From an optimization exercise on the open Yosys and OpenROAD flow, aimed at a short achievable clock period and few clock cycles per item; shortcuts taken in it are not production practice. Function was checked by simulation only, so behaviour that the tests miss may differ from the original.

## design.v

```verilog
package rv_pkg;
    localparam int xlen        = 32;
    localparam int imem_depth  = 16;
    localparam int dmem_depth  = 16;
    localparam int imem_aw     = $clog2(imem_depth);
    localparam int dmem_aw     = $clog2(dmem_depth);
    localparam int queue_depth = 4;
    localparam int qptr_w      = $clog2(queue_depth);    
    typedef enum logic [6:0] {
        op_r      = 7'b0110011,
        op_imm    = 7'b0010011,
        op_load   = 7'b0000011,
        op_store  = 7'b0100011,
        op_branch = 7'b1100011,
        op_lui    = 7'b0110111,
        op_auipc  = 7'b0010111,
        op_jal    = 7'b1101111
    } opcode_e;
    typedef enum logic [1:0] {
        aop_add    = 2'b00,    
        aop_funct  = 2'b01,    
        aop_branch = 2'b10,    
        aop_pass   = 2'b11     
    } alu_op_e;
    typedef struct packed {
        logic    mem_rd;
        logic    mem_wr;
        logic    reg_wr;
        logic    wb_link;        
        logic    alu_src_imm;    
        alu_op_e alu_op;
        logic    branch;         
        logic    jump;
    } ctrl_t;
endpackage
module fetch_unit (
    input  logic                       clk,
    input  logic                       rst,
    input  logic                       run,
    input  logic                       imem_we,
    input  logic [rv_pkg::imem_aw-1:0] imem_addr,
    input  logic [31:0]                imem_wdata,
    input  logic                       redirect,
    input  logic [rv_pkg::xlen-1:0]    redirect_pc,
    output logic                       fq_valid,
    input  logic                       fq_ready,
    output logic [rv_pkg::xlen-1:0]    fq_pc,
    output logic [31:0]                fq_instr
);
    logic [31:0]     imem [rv_pkg::imem_depth];
    logic [rv_pkg::xlen-1:0] pc;
    logic            valid_q;
    always_ff @(posedge clk) begin
        if (imem_we && !run) begin
            imem[imem_addr] <= imem_wdata;
        end
    end
    always_ff @(posedge clk) begin
        if (rst) begin
            pc      <= '0;
            valid_q <= 1'b0;
        end else if (redirect) begin
            pc      <= redirect_pc;    
            valid_q <= 1'b0;
        end else begin
            valid_q <= run;
            if (fq_valid && fq_ready) begin
                pc <= pc + rv_pkg::xlen'(4);
            end
        end
    end
    assign fq_valid = valid_q;
    assign fq_pc    = pc;
    assign fq_instr = imem[pc[rv_pkg::imem_aw+1:2]];    
endmodule
module inst_queue (
    input  logic                    clk,
    input  logic                    rst,
    input  logic                    redirect,
    input  logic                    fq_valid,
    output logic                    fq_ready,
    input  logic [rv_pkg::xlen-1:0] fq_pc,
    input  logic [31:0]             fq_instr,
    output logic                    qe_valid,
    input  logic                    qe_ready,
    output logic [rv_pkg::xlen-1:0] qe_pc,
    output logic [31:0]             qe_instr
);
    logic [rv_pkg::xlen-1:0]   pc_mem    [rv_pkg::queue_depth];
    logic [31:0]       instr_mem [rv_pkg::queue_depth];
    logic [rv_pkg::qptr_w-1:0] wr_ptr;
    logic [rv_pkg::qptr_w-1:0] rd_ptr;
    logic [rv_pkg::qptr_w:0]   count;
    logic              push;
    logic              pop;
    assign push     = fq_valid && fq_ready;
    assign pop      = qe_valid && qe_ready;
    assign fq_ready = (count != (rv_pkg::qptr_w+1)'(rv_pkg::queue_depth));    
    assign qe_valid = (count != '0);
    assign qe_pc    = pc_mem[rd_ptr];
    assign qe_instr = instr_mem[rd_ptr];
    always_ff @(posedge clk) begin
        if (push) begin
            pc_mem[wr_ptr]    <= fq_pc;
            instr_mem[wr_ptr] <= fq_instr;
        end
    end
    always_ff @(posedge clk) begin
        if (rst || redirect) begin    
            wr_ptr <= '0;
            rd_ptr <= '0;
            count  <= '0;
        end else begin
            if (push) begin
                wr_ptr <= wr_ptr + 1'b1;
            end
            if (pop) begin
                rd_ptr <= rd_ptr + 1'b1;
            end
            case ({push, pop})
                2'b10:   count <= count + 1'b1;
                2'b01:   count <= count - 1'b1;
                default: count <= count;
            endcase
        end
    end
endmodule
module control (
    input  rv_pkg::opcode_e opcode,
    output rv_pkg::ctrl_t   ctrl
);
    always_comb begin
        ctrl        = '0;    
        ctrl.alu_op = rv_pkg::aop_add;
        case (opcode)
            rv_pkg::op_r: begin
                ctrl.reg_wr = 1'b1;
                ctrl.alu_op = rv_pkg::aop_funct;
            end
            rv_pkg::op_imm: begin
                ctrl.reg_wr      = 1'b1;
                ctrl.alu_src_imm = 1'b1;
                ctrl.alu_op      = rv_pkg::aop_funct;
            end
            rv_pkg::op_load: begin
                ctrl.mem_rd      = 1'b1;
                ctrl.reg_wr      = 1'b1;
                ctrl.alu_src_imm = 1'b1;    
            end
            rv_pkg::op_store: begin
                ctrl.mem_wr      = 1'b1;    
                ctrl.alu_src_imm = 1'b1;
            end
            rv_pkg::op_branch: begin
                ctrl.branch = 1'b1;         
                ctrl.alu_op = rv_pkg::aop_branch;
            end
            rv_pkg::op_lui: begin
                ctrl.reg_wr      = 1'b1;
                ctrl.alu_src_imm = 1'b1;
                ctrl.alu_op      = rv_pkg::aop_pass;
            end
            rv_pkg::op_auipc: begin
                ctrl.reg_wr      = 1'b1;
                ctrl.alu_src_imm = 1'b1;    
            end
            rv_pkg::op_jal: begin
                ctrl.reg_wr      = 1'b1;
                ctrl.wb_link     = 1'b1;
                ctrl.alu_src_imm = 1'b1;
                ctrl.jump        = 1'b1;
            end
            default: begin
                ctrl.reg_wr = 1'b0;
            end
        endcase
    end
endmodule
module exec_unit (
    input  logic                    clk,
    input  logic                    rst,
    input  logic                    qe_valid,
    output logic                    qe_ready,
    input  logic [rv_pkg::xlen-1:0] qe_pc,
    input  logic [31:0]             qe_instr,
    output logic                    redirect,
    output logic [rv_pkg::xlen-1:0] redirect_pc,
    output logic                    retire_valid,
    output logic [rv_pkg::xlen-1:0] retire_pc,
    output logic [4:0]              retire_rd,
    output logic [rv_pkg::xlen-1:0] retire_data,
    output logic                    retire_we
);
    rv_pkg::opcode_e         opcode;
    rv_pkg::ctrl_t           ctrl;
    logic [31:0]     ins;
    logic [4:0]      rd;
    logic [4:0]      rs1;
    logic [4:0]      rs2;
    logic [2:0]      funct3;
    logic [rv_pkg::xlen-1:0] imm;
    logic [rv_pkg::xlen-1:0] rs1_val;
    logic [rv_pkg::xlen-1:0] rs2_val;
    logic [rv_pkg::xlen-1:0] op_a;
    logic [rv_pkg::xlen-1:0] op_b;
    logic [rv_pkg::xlen-1:0] alu_res;
    logic [rv_pkg::xlen-1:0] load_data;
    logic [rv_pkg::xlen-1:0] wb_data;
    logic            fire;
    logic            zero;
    logic            wr_en;
    logic [rv_pkg::xlen-1:0] regs [32];
    logic [rv_pkg::xlen-1:0] dmem [rv_pkg::dmem_depth];
    assign qe_ready = 1'b1;    
    assign fire     = qe_valid && qe_ready;
    assign ins      = qe_instr;
    assign opcode   = rv_pkg::opcode_e'(ins[6:0]);
    assign rd       = ins[11:7];
    assign funct3   = ins[14:12];
    assign rs1      = ins[19:15];
    assign rs2      = ins[24:20];
    control u_control (
        .opcode (opcode),
        .ctrl   (ctrl)
    );
    always_comb begin
        case (opcode)
            rv_pkg::op_store:         imm = {{20{ins[31]}}, ins[31:25], ins[11:7]};
            rv_pkg::op_branch:        imm = {{19{ins[31]}}, ins[31], ins[7], ins[30:25], ins[11:8], 1'b0};
            rv_pkg::op_lui, rv_pkg::op_auipc: imm = {ins[31:12], 12'b0};
            rv_pkg::op_jal:           imm = {{11{ins[31]}}, ins[31], ins[19:12], ins[20], ins[30:21], 1'b0};
            default:          imm = {{20{ins[31]}}, ins[31:20]};    
        endcase
    end
    assign rs1_val = (rs1 == 5'd0) ? '0 : regs[rs1];    
    assign rs2_val = (rs2 == 5'd0) ? '0 : regs[rs2];
    assign op_a    = (opcode == rv_pkg::op_auipc) ? qe_pc : rs1_val;
    assign op_b    = ctrl.alu_src_imm ? imm : rs2_val;
    always_comb begin
        case (ctrl.alu_op)
            rv_pkg::aop_branch: alu_res = op_a - op_b;
            rv_pkg::aop_pass:   alu_res = op_b;
            rv_pkg::aop_funct: begin
                case (funct3)
                    3'b000:  alu_res = (!ctrl.alu_src_imm && ins[30]) ? op_a - op_b : op_a + op_b;
                    3'b010:  alu_res = {{(rv_pkg::xlen-1){1'b0}}, $signed(op_a) < $signed(op_b)};
                    3'b100:  alu_res = op_a ^ op_b;
                    3'b110:  alu_res = op_a | op_b;
                    3'b111:  alu_res = op_a & op_b;
                    default: alu_res = '0;    
                endcase
            end
            default:    alu_res = op_a + op_b;
        endcase
    end
    assign zero        = (alu_res == '0);
    assign redirect    = fire && (ctrl.jump || (ctrl.branch && (funct3[0] ? !zero : zero)));
    assign redirect_pc = qe_pc + imm;
    assign load_data   = dmem[alu_res[rv_pkg::dmem_aw+1:2]];    
    assign wb_data     = ctrl.wb_link ? qe_pc + rv_pkg::xlen'(4) : (ctrl.mem_rd ? load_data : alu_res);
    assign wr_en       = fire && ctrl.reg_wr && (rd != 5'd0);
    always_ff @(posedge clk) begin
        if (rst) begin
            for (int i = 0; i < 32; i++) begin
                regs[i] <= '0;
            end
        end else if (wr_en) begin
            regs[rd] <= wb_data;
        end
    end
    always_ff @(posedge clk) begin
        if (fire && ctrl.mem_wr) begin
            dmem[alu_res[rv_pkg::dmem_aw+1:2]] <= rs2_val;
        end
    end
    always_ff @(posedge clk) begin
        if (rst) begin
            retire_valid <= 1'b0;
            retire_we    <= 1'b0;
        end else begin
            retire_valid <= fire;
            retire_we    <= wr_en;
        end
    end
    always_ff @(posedge clk) begin
        if (fire) begin
            retire_pc   <= qe_pc;
            retire_rd   <= rd;
            retire_data <= ctrl.mem_wr ? rs2_val : wb_data;    
        end
    end
endmodule
module core_top (
    input  logic                       clk,
    input  logic                       rst,
    input  logic                       run,
    input  logic                       imem_we,
    input  logic [rv_pkg::imem_aw-1:0] imem_addr,
    input  logic [31:0]                imem_wdata,
    output logic                       retire_valid,
    output logic [rv_pkg::xlen-1:0]    retire_pc,
    output logic [4:0]                 retire_rd,
    output logic [rv_pkg::xlen-1:0]    retire_data,
    output logic                       retire_we
);
    logic            redirect;
    logic [rv_pkg::xlen-1:0] redirect_pc;
    logic            fq_valid;    
    logic            fq_ready;
    logic [rv_pkg::xlen-1:0] fq_pc;
    logic [31:0]     fq_instr;
    logic            qe_valid;    
    logic            qe_ready;
    logic [rv_pkg::xlen-1:0] qe_pc;
    logic [31:0]     qe_instr;
    fetch_unit u_fetch (
        .clk         (clk),
        .rst         (rst),
        .run         (run),
        .imem_we     (imem_we),
        .imem_addr   (imem_addr),
        .imem_wdata  (imem_wdata),
        .redirect    (redirect),
        .redirect_pc (redirect_pc),
        .fq_valid    (fq_valid),
        .fq_ready    (fq_ready),
        .fq_pc       (fq_pc),
        .fq_instr    (fq_instr)
    );
    inst_queue u_queue (
        .clk      (clk),
        .rst      (rst),
        .redirect (redirect),
        .fq_valid (fq_valid),
        .fq_ready (fq_ready),
        .fq_pc    (fq_pc),
        .fq_instr (fq_instr),
        .qe_valid (qe_valid),
        .qe_ready (qe_ready),
        .qe_pc    (qe_pc),
        .qe_instr (qe_instr)
    );
    exec_unit u_exec (
        .clk          (clk),
        .rst          (rst),
        .qe_valid     (qe_valid),
        .qe_ready     (qe_ready),
        .qe_pc        (qe_pc),
        .qe_instr     (qe_instr),
        .redirect     (redirect),
        .redirect_pc  (redirect_pc),
        .retire_valid (retire_valid),
        .retire_pc    (retire_pc),
        .retire_rd    (retire_rd),
        .retire_data  (retire_data),
        .retire_we    (retire_we)
    );
endmodule
```

## config.mk

```make
export PLATFORM = sky130hd
export DESIGN_NAME = core_top
export DESIGN_NICKNAME = core_top
export VERILOG_FILES = /design/flow/design.v
export SDC_FILE = /design/flow/constraint.sdc
export NUM_CORES = 4
export LEC_CHECK = 0
export CAP_MARGIN = 20
export CORE_MARGIN = 2
export CORE_UTILIZATION = 40
export SLEW_MARGIN = 20
```

## run.sh

```bash
#!/bin/bash
# synth_recipe.tcl (not shown) runs the flow's synth.tcl, then flattens the netlist and writes it again
# the make line also repeats each setting of config.mk as NAME=value (left out here)
make -C /OpenROAD-flow-scripts/flow DESIGN_CONFIG=/design/flow/config.mk WORK_HOME=/design/flow/orfs CLKGATE_MAP_FILE= SYNTH_SCRIPT=/design/flow/synth_recipe.tcl finish
```

## constraint.sdc

```tcl
create_clock -name core_clock -period 11.0 [get_ports {clk}]
set_input_delay 2.2000 -clock core_clock [delete_from_list [all_inputs] [get_ports {clk}]]
set_output_delay 2.2000 -clock core_clock [all_outputs]
set_load 0.01 [all_outputs]
```

==> notes.md <==
[routing by layer]
layer / vias up / GRT usage (%) / share of wire, %
li1: 31400 / - / -
met1: 39700 / 36.4 / 38
met2: 5003 / 40.7 / 45
met3: 1161 / 5.36 / 11
met4: 24 / 15.6 / 6.7
met5: - / 0 / 0.037
[registers in the layout (all words and copies together) (netlist names), named ones only]
signal               count
u_exec.retire_pc        32
u_exec.retire_valid      1
u_exec.retire_data      32
u_fetch.pc              32
u_queue.wr_ptr           2
u_queue.rd_ptr           2
u_exec.retire_rd         5
u_exec.regs           1024
u_fetch.valid_q          1
u_exec.dmem            512
u_exec.retire_we         1
u_queue.instr_mem      128
u_queue.pc_mem         128
u_queue.count            3
u_fetch.imem           512
[worst max path at each step]
stage	from	endpoint	cells after the start
finish	register	u_fetch.pc[31]	22
floorplan	register	u_fetch.pc[17]	35
global route	register	u_fetch.pc[17]	25
detailed placement	register	u_fetch.pc[31]	22
global placement	register	u_fetch.pc[31]	25
CTS	register	u_fetch.pc[31]	22
[critical path: cells and delay by family, from the launching register on]
kind                       cells  cell delay, ns
AOI/OAI and AO/OA              6            2.41
muxes                          5            2.36
DFF                            1            0.76
buffers and inverters          1            0.76
and+or+nand+nor                8            2.67
adders and majority gates      1            0.51
xor gates and xnor gates       1            0.14
[cell usage in the layout, fill, tap and decap left out, types with 22 or more instances in the layout]
master	count
a211oi_1	36
a21o_1	34
a21oi_1	156
a22o_1	40
a311oi_1	84
a31oi_1	82
a32oi_1	34
and3_1	127
buf_4	298
clkbuf_1	55
clkbuf_16	274
clkdlybuf4s50_1	109
clkinv_1	44
clkinv_2	43
conb_1	32
dfxtp_1	42
edfxtp_1	2373
ha_1	134
inv_1	154
mux2i_1	55
mux4_2	791
nand2_1	1050
nand2_2	63
nand2b_1	31
nand3_1	244
nand4_1	25
nor2_1	1174
nor2_4	29
nor2b_1	22
nor3_1	63
o21ai_0	144
o22ai_1	39
xnor2_1	83
xor2_1	40
[cell type report]
| cell class | count | area [µm²] |
|---|---|---|
| fillers | 25100 | 157000 |
| flip-flops and latches | 2421 | 72200 |
| multi-input cells | 5004 | 41000 |
| clock buffers | 329 | 7060 |
| well taps | 3781 | 4730 |
| repair buffers | 428 | 3740 |
| clock inverters | 133 | 1280 |
| inverters | 158 | 596 |
| diodes | 13 | 32.5 |
[logic make-up after synthesis]
logic type | after synthesis
other cells | 1
mux | 872
buf+inv | 819
xor+xnor | 123
simple gates | 2951
compound gates | 888
fa+ha+maj | 138
flops | 2421
==> metrics.md <==
| Metric | Value |
|---|---|
| Worst hold stages | `2` |
| Post-synth top area cell | `edfxtp_1` |
| Clock sinks | `2421` |
| Final period util | `89.5%` |
| Top-Level Pins | `111` |
| Max_cap viols | `0` |
| Synthesis-to-finish area growth | `13.2%` |
| Crit-path slowest cell | `o41ai_1` |
| CTS resizes | `0` |
| Vias/cell | `6.30` |
| Pin count of the biggest net entering global routing | `97` |
| Worst EP required | `11.79 ns` |
| RSZ-0062 raised after global routing | `no` |
| Area after DPL | `122000 µm²` |
| Final core utilization | `45.5%` |
| Critical path's largest stage delay | `0.94 ns` |
| Worst hold margin | `0.545 ns` |
| Count leader, synth | `edfxtp_1` |
| H-tree levels | `5` |
| Cts bufs inserted | `269` |
| Initial antenna violation count | `22` |
| Max Clk Rate | `102 MHz` |
| Die height | `541 µm` |
| Area of the mapped netlist | `115000 µm²` |
| Min Clock Period, post-route | `9.84 ns` |
| Grt total ovfl | `0` |
| Global-route wire length before repair | `566 mm` |
| Top_reg_cell synth | `edfxtp_1` |
| Die width | `541 µm` |
| Clk_skew | `0.0723 ns` |
| Final Instance Area | `131000 µm²` |
| Library cells used by synthesis | `87` |
| Final setup margin | `1.16 ns` |
| Reg-to-reg endpoint | `u_fetch.pc[31]` |
| Worst-case clock buffer depth | `4` |
| Crit path max fanout | `51` |
| Arrival time worst endpoint | `10.63 ns` |
| Vias in the first global route | `76500` |
| Post-CTS setup buffers | `0` |
| Syn Inst Count | `8213` |
| Layout cells sized above 1 | `20.1%` |
| Synth Area in Compound Gates | `5.28%` |
| Total track usage | `27.0%` |
| Synth top area share | `61.8%` |
| Post-synthesis mux area share | `16.2%` |
| Final setup TNS | `0 ns` |
| Max-slew violations | `0` |
| Worst skew pair latency | `0.90 ns` |
| Antenna Violating Nets Remaining | `0` |
| CTS tree | `yes` |
| Hold crit path type | `register to register` |
| Global placement routability congestion | `1.02` |
| Largest family of logic cells by synthesized area | `multiplexers` |
| Synth cell count leaders | `2373 x edfxtp_1, 1206 x nor2_1, 1113 x nand2_1` |
| Initial DRC Count | `11800` |
| Post-synth EDFFs | `2373` |
| Syn_area_per_cell | `14.0 µm²` |
| CTS Hold Buffers Added | `0` |
| Final HPWL DP | `245 mm` |
| Seq/Total Area, Yosys | `62.6%` |
| Status | `finished clean` |
| Slew HR | `20.8%` |
| Synth async-reset ratio | `0%` |
| R2R cell count | `22` |
| Rows | `197` |
| Pre-CTS setup slack | `1.45 ns` |
| First-pass iteration count of the detailed router | `8` |
| Worst R2R Setup Slack | `1.16 ns` |
| Post-Synth Simple-Gate Area | `10.7%` |
| Hold path startpoint | `u_queue.rd_ptr[1]` |
| Clock-pin slew on the worst setup and hold paths | `0.06 ns` |
| Total Wirelength | `401 mm` |
| Final hold violations | `0` |
| Nets@finish | `8460` |
| DIE AREA | `293000 µm²` |
| DR DRC count | `0` |
| Root Driver | `clkbuf_16` |
| Startpoint types | `register` |
| DR vias | `77300` |
| XOR/XNOR Fraction of Synth Area | `0.934%` |
| Final Non-Filler Cells | `12300` |
| Buffers on Ports | `110` |
| Post-synthesis adder-cell area fraction | `1.52%` |
| Placed cell count | `11800` |
| Crit Path Category | `register to register` |
| Critical Path, Cell by Cell | `mux4_4 -> buf_4 -> mux4_2 -> mux4_2 -> nand2_1 -> nand2_1 -> a22o_1 -> ha_1 -> nor3_1 -> o21ai_0 -> a31oi_1 -> o21ai_0 -> o41ai_1 -> xnor2_1 -> a221oi_1 -> nand2_1 -> or4b_2 -> or4_4 -> nor4b_4 -> mux2_4 -> and2_2 -> mux2_2` |
| Worst-margin pin slew | `1.19 ns` |
| Core Area | `287000 µm²` |
| # setup viols final | `0` |
| DR WL/cell | `32.7 µm` |
| Element type at the critical path end | `register` |
| Largest cells by area after synthesis | `edfxtp_1 62%, mux4_2 16%, nor2_1 3.9%` |
| Initial Util | `40.1%` |
| YS warnings | `4` |
| CP most frequent cell | `nand2_1` |
| Seq cells post-synth | `2421` |
Testbench counts, summed over its fixed seeds: cycles 23,004, instrs 13,124.

-- separate check: timing with driven ports --
The results above use ideal ports. As a check the final layout listed here was re-extracted and re-timed, cells and wires unchanged.
Step 1 sets driving cells, clkbuf_16 on the clock port and buf_2 on the other inputs (assumed; they add their load-dependent delay and slew).
Step 2 times the ports against the registers' clock, not the clock port: input delays grow and output delays shrink by t, the midpoint of the rising clock arrivals with the driver on.
Slacks: ideal ports / drivers / drivers and shift; pairs: ideal ports / drivers.
t (ns): 0.959
setup WS [ns]: 1.157 / 1.157 / 1.157
hold slack, ns: 0.545 / 0.545 / 0.545
latest minus earliest clock arrival (ns): 0.088 / 0.088
After both steps setup and hold are still met in this run. The setup slack of this run moves by 0.000 ns with the drivers and by 0.000 ns with both steps.
